This is an optimization exercise on Yosys and OpenROAD, whose aim is small area, a short achievable clock period and few clock cycles per item, not a production implementation. Where RTL was checked, it was by simulation tests only, not by an equivalence proof against the original.

## umber
==> flow/design.v (excerpt) <==
module iter_multiplier (
    input  logic        clk,
    input  logic        rst_n,
    input  logic        mul_start,
    input  logic [63:0] a,
    input  logic [63:0] b,
    input  logic [1:0]  op,
    input  logic        word,
    input  logic        next,
    output logic [63:0] mul_result,
    output logic        mul_ok,
    output logic        busy
);
Settings: LEC_CHECK=0, CAP_MARGIN=20, CORE_MARGIN=2, CORE_UTILIZATION=40, SETUP_SLACK_MARGIN=4.5, SLEW_MARGIN=20; clock period 7.5 ns.
standard.sh (not shown) runs the stock make flow with config.mk's settings and CLKGATE_MAP_FILE= SYNTH_SCRIPT=/design/flow/synth_recipe.tcl, a recipe that flattens the netlist after the stock synthesis.
==> flow/flow/run.sh <==
#!/bin/bash
set -e
export BUFFER_PORTS_ARGS="-buffer_cell sky130_fd_sc_hd__buf_2"
bash standard.sh > standard.log 2>&1
umber closes out successfully: all stages finished, all timing, DRC and antenna checks passed.
Setup changes, umber to quartz
# umber
export LEC_CHECK = 0
export CAP_MARGIN = 20
export CORE_MARGIN = 2
export CORE_UTILIZATION = 40
export SETUP_SLACK_MARGIN = 4.5
export SLEW_MARGIN = 20
create_clock -name core_clock -period 7.5 [get_ports {clk}]
# quartz
export LEC_CHECK = 0
export CAP_MARGIN = 20
export CORE_MARGIN = 2
export CORE_UTILIZATION = 40
export SETUP_SLACK_MARGIN = 4.7
export SLEW_MARGIN = 20
create_clock -name core_clock -period 7.5 [get_ports {clk}]
Notes after the runs:
umber | status: complete | timing, DRC, antenna: pass. quartz was carried through to the last stage, and its layout satisfied the timing, design-rule and antenna checks. Going from umber to quartz, non-clock buffer count climbed 29%; wire length shows an increase of 2.5%. [compare] base=umber new=quartz: global-route wire length before repair moved up; total area of sequential cells ~0 delta; proportion of final cell area spent on non-clock buffers went up by 1.7 points; final cell count has increased.
No run of this note included a check of the RTL's function; only the layout flow was run.

---

Another version of the RTL of iter_multiplier (not shown whole).
Size: ~200 I/O pins.
Design iter_multiplier, start of the top module:
module iter_multiplier (
    input  logic        clk,
    input  logic        rst_n,
    input  logic        mul_start,
    input  logic [63:0] a,
    input  logic [63:0] b,
    input  logic [1:0]  op,
    input  logic        word,
    input  logic        next,
    output logic [63:0] mul_result,
    output logic        mul_ok,
    output logic        busy
);
Settings: LEC_CHECK=0, CAP_MARGIN=20, CORE_MARGIN=2, CORE_UTILIZATION=40, CTS_CLUSTER_DIAMETER=60, CTS_CLUSTER_SIZE=24, SETUP_SLACK_MARGIN=4.5, SLEW_MARGIN=20; clock period 7.5 ns.
Scripts as last shown in full above: flow/flow/run.sh
Testbench counts at the start, summed over its fixed seeds: cycles 23,924, items 2,400.
Change:
Settings changed: PLACE_DENSITY from default to 0.8.
=> Die area stays the same. Global-route usage decreases by 0.53 points. Routed wire length goes down by 2.7%. Utilization came out lower by 0.20 points. Setup slack gets worse by 0.0054 ns. Sequential share of layout area is higher by 0.14 points. Clock skew increases by 0.020 ns. Count of clock-buffer cells in the layout falls by 4.

---

iter_multiplier again, from the RTL that the note above started with.
Settings: LEC_CHECK=0, CAP_MARGIN=20, CORE_MARGIN=2, CORE_UTILIZATION=40, SETUP_SLACK_MARGIN=4.3, SLEW_MARGIN=20; clock period 7.5 ns.
Scripts as last shown in full above: flow/flow/run.sh
Testbench counts at the start, summed over its fixed seeds: cycles 23,924, items 2,400.
==> next run, changes <==
--- a/flow/config.mk
+++ b/flow/config.mk
@@ -6,7 +6,11 @@
 export NUM_CORES = 4
 export LEC_CHECK = 0
+export ABC_AREA = 1
 export CAP_MARGIN = 20
 export CORE_MARGIN = 2
 export CORE_UTILIZATION = 40
-export SETUP_SLACK_MARGIN = 4.3
+export CTS_CLUSTER_DIAMETER = 60
+export CTS_CLUSTER_SIZE = 24
+export PLACE_DENSITY = 0.8
+export SETUP_SLACK_MARGIN = 4.5
 export SLEW_MARGIN = 20
=> Clock-buffer cell count shrinks by 25. Critical path depth stays the same.
==> next run, changes <==
==> flow/flow/run.sh (replaced) <==
#!/bin/bash
set -e
export BUFFER_PORTS_ARGS="-buffer_cell sky130_fd_sc_hd__buf_1"
bash standard.sh > standard.log 2>&1
--- a/flow/config.mk
+++ b/flow/config.mk
@@ -6,10 +6,9 @@
 export NUM_CORES = 4
 export LEC_CHECK = 0
-export ABC_AREA = 1
 export CAP_MARGIN = 20
 export CORE_MARGIN = 2
 export CORE_UTILIZATION = 40
-export CTS_CLUSTER_DIAMETER = 60
-export CTS_CLUSTER_SIZE = 24
+export CTS_CLUSTER_DIAMETER = 50
+export CTS_CLUSTER_SIZE = 32
 export PLACE_DENSITY = 0.8
 export SETUP_SLACK_MARGIN = 4.5
=> The changed run completed without violations. Maximum frequency is lower by 1.2%. Worst setup slack gets worse by 0.036 ns. Cell count is lower by about 16%. Clock skew is lower by 0.0073 ns. Via count is lower by about 13%. Clock-buffer cell count is lower by 2.
==> next run, changes <==
--- a/flow/config.mk
+++ b/flow/config.mk
@@ -6,10 +6,10 @@
 export NUM_CORES = 4
 export LEC_CHECK = 0
-export CAP_MARGIN = 20
+export CAP_MARGIN = 5
 export CORE_MARGIN = 2
 export CORE_UTILIZATION = 40
-export CTS_CLUSTER_DIAMETER = 50
-export CTS_CLUSTER_SIZE = 32
+export CTS_CLUSTER_DIAMETER = 60
+export CTS_CLUSTER_SIZE = 24
 export PLACE_DENSITY = 0.8
 export SETUP_SLACK_MARGIN = 4.5
-export SLEW_MARGIN = 20
+export SLEW_MARGIN = 5
=> Setup slack is better by 0.078 ns. Sequential share of layout area is higher by 0.27 points. Clock skew is higher by 0.0033 ns. Cell area is lower by 0.97%. Routed wire length is lower by 0.57%.
==> next run, changes <==
--- a/flow/config.mk
+++ b/flow/config.mk
@@ -6,5 +6,5 @@
 export NUM_CORES = 4
 export LEC_CHECK = 0
-export CAP_MARGIN = 5
+export CAP_MARGIN = 20
 export CORE_MARGIN = 2
 export CORE_UTILIZATION = 40
@@ -13,3 +13,3 @@
 export PLACE_DENSITY = 0.8
 export SETUP_SLACK_MARGIN = 4.5
-export SLEW_MARGIN = 5
+export SLEW_MARGIN = 20
=> Register-to-register slack hardly moves. Critical path depth does not change. Via count does not change. Wire length stays the same. Utilization is unchanged. Count of clock-buffer cells in the layout is unchanged. Flip-flop and latch count is unchanged.
==> next run, changes <==
--- a/flow/config.mk
+++ b/flow/config.mk
@@ -8,8 +8,8 @@
 export CAP_MARGIN = 20
 export CORE_MARGIN = 2
-export CORE_UTILIZATION = 40
+export CORE_UTILIZATION = 50
 export CTS_CLUSTER_DIAMETER = 60
 export CTS_CLUSTER_SIZE = 24
-export PLACE_DENSITY = 0.8
+export PLACE_DENSITY = 0.85
 export SETUP_SLACK_MARGIN = 4.5
 export SLEW_MARGIN = 20
=> Cell area is lower by 0.53%; count of clock-buffer cells in the layout is higher by 4; routed wire length is higher by about 1.3%.

-- re-timing with driven ports --
No port has a modelled driver above. Below, the same layouts with a new extraction and two added sets of constraints. Step 1, drivers: a clkbuf_16 drives clk and a buf_2 each remaining input, both assumed. Step 2, shift: input delay + t, output delay - t, t = (earliest + latest rising clock arrival at the registers) / 2. This alone moves slack from input paths to output paths. Three values: ideal, step 1, step 2; two values: the first two.
run | t, ns | setup slack, ns | hold WS [ns]
umber | 0.623 | 4.507 / 4.507 / 4.242 | 0.388 / 0.388 / 0.388
quartz | 0.632 | 4.564 / 4.564 / 4.306 | 0.374 / 0.374 / 0.374
the first run of note 2 | 0.683 | 4.561 / 4.555 / 4.536 | 0.416 / 0.416 / 0.416
the second run of note 2 | 0.652 | 4.556 / 4.556 / 4.483 | 0.418 / 0.418 / 0.418
the first run of note 3 | 0.610 | 4.346 / 4.346 / 4.024 | 0.400 / 0.400 / 0.400
the second run of note 3 | 0.664 | 4.504 / 4.504 / 4.310 | 0.386 / 0.386 / 0.386
the third run of note 3 | 0.671 | 4.468 / 4.468 / 4.014 | 0.406 / 0.406 / 0.406
the fourth run of note 3 | 0.639 | 4.546 / 4.546 / 4.086 | 0.407 / 0.407 / 0.407
the fifth run of note 3 | 0.639 | 4.546 / 4.546 / 4.086 | 0.407 / 0.407 / 0.407
the sixth run of note 3 | 0.661 | 4.530 / 4.530 / 4.381 | 0.387 / 0.387 / 0.387
After both steps every run listed still meets setup and hold.
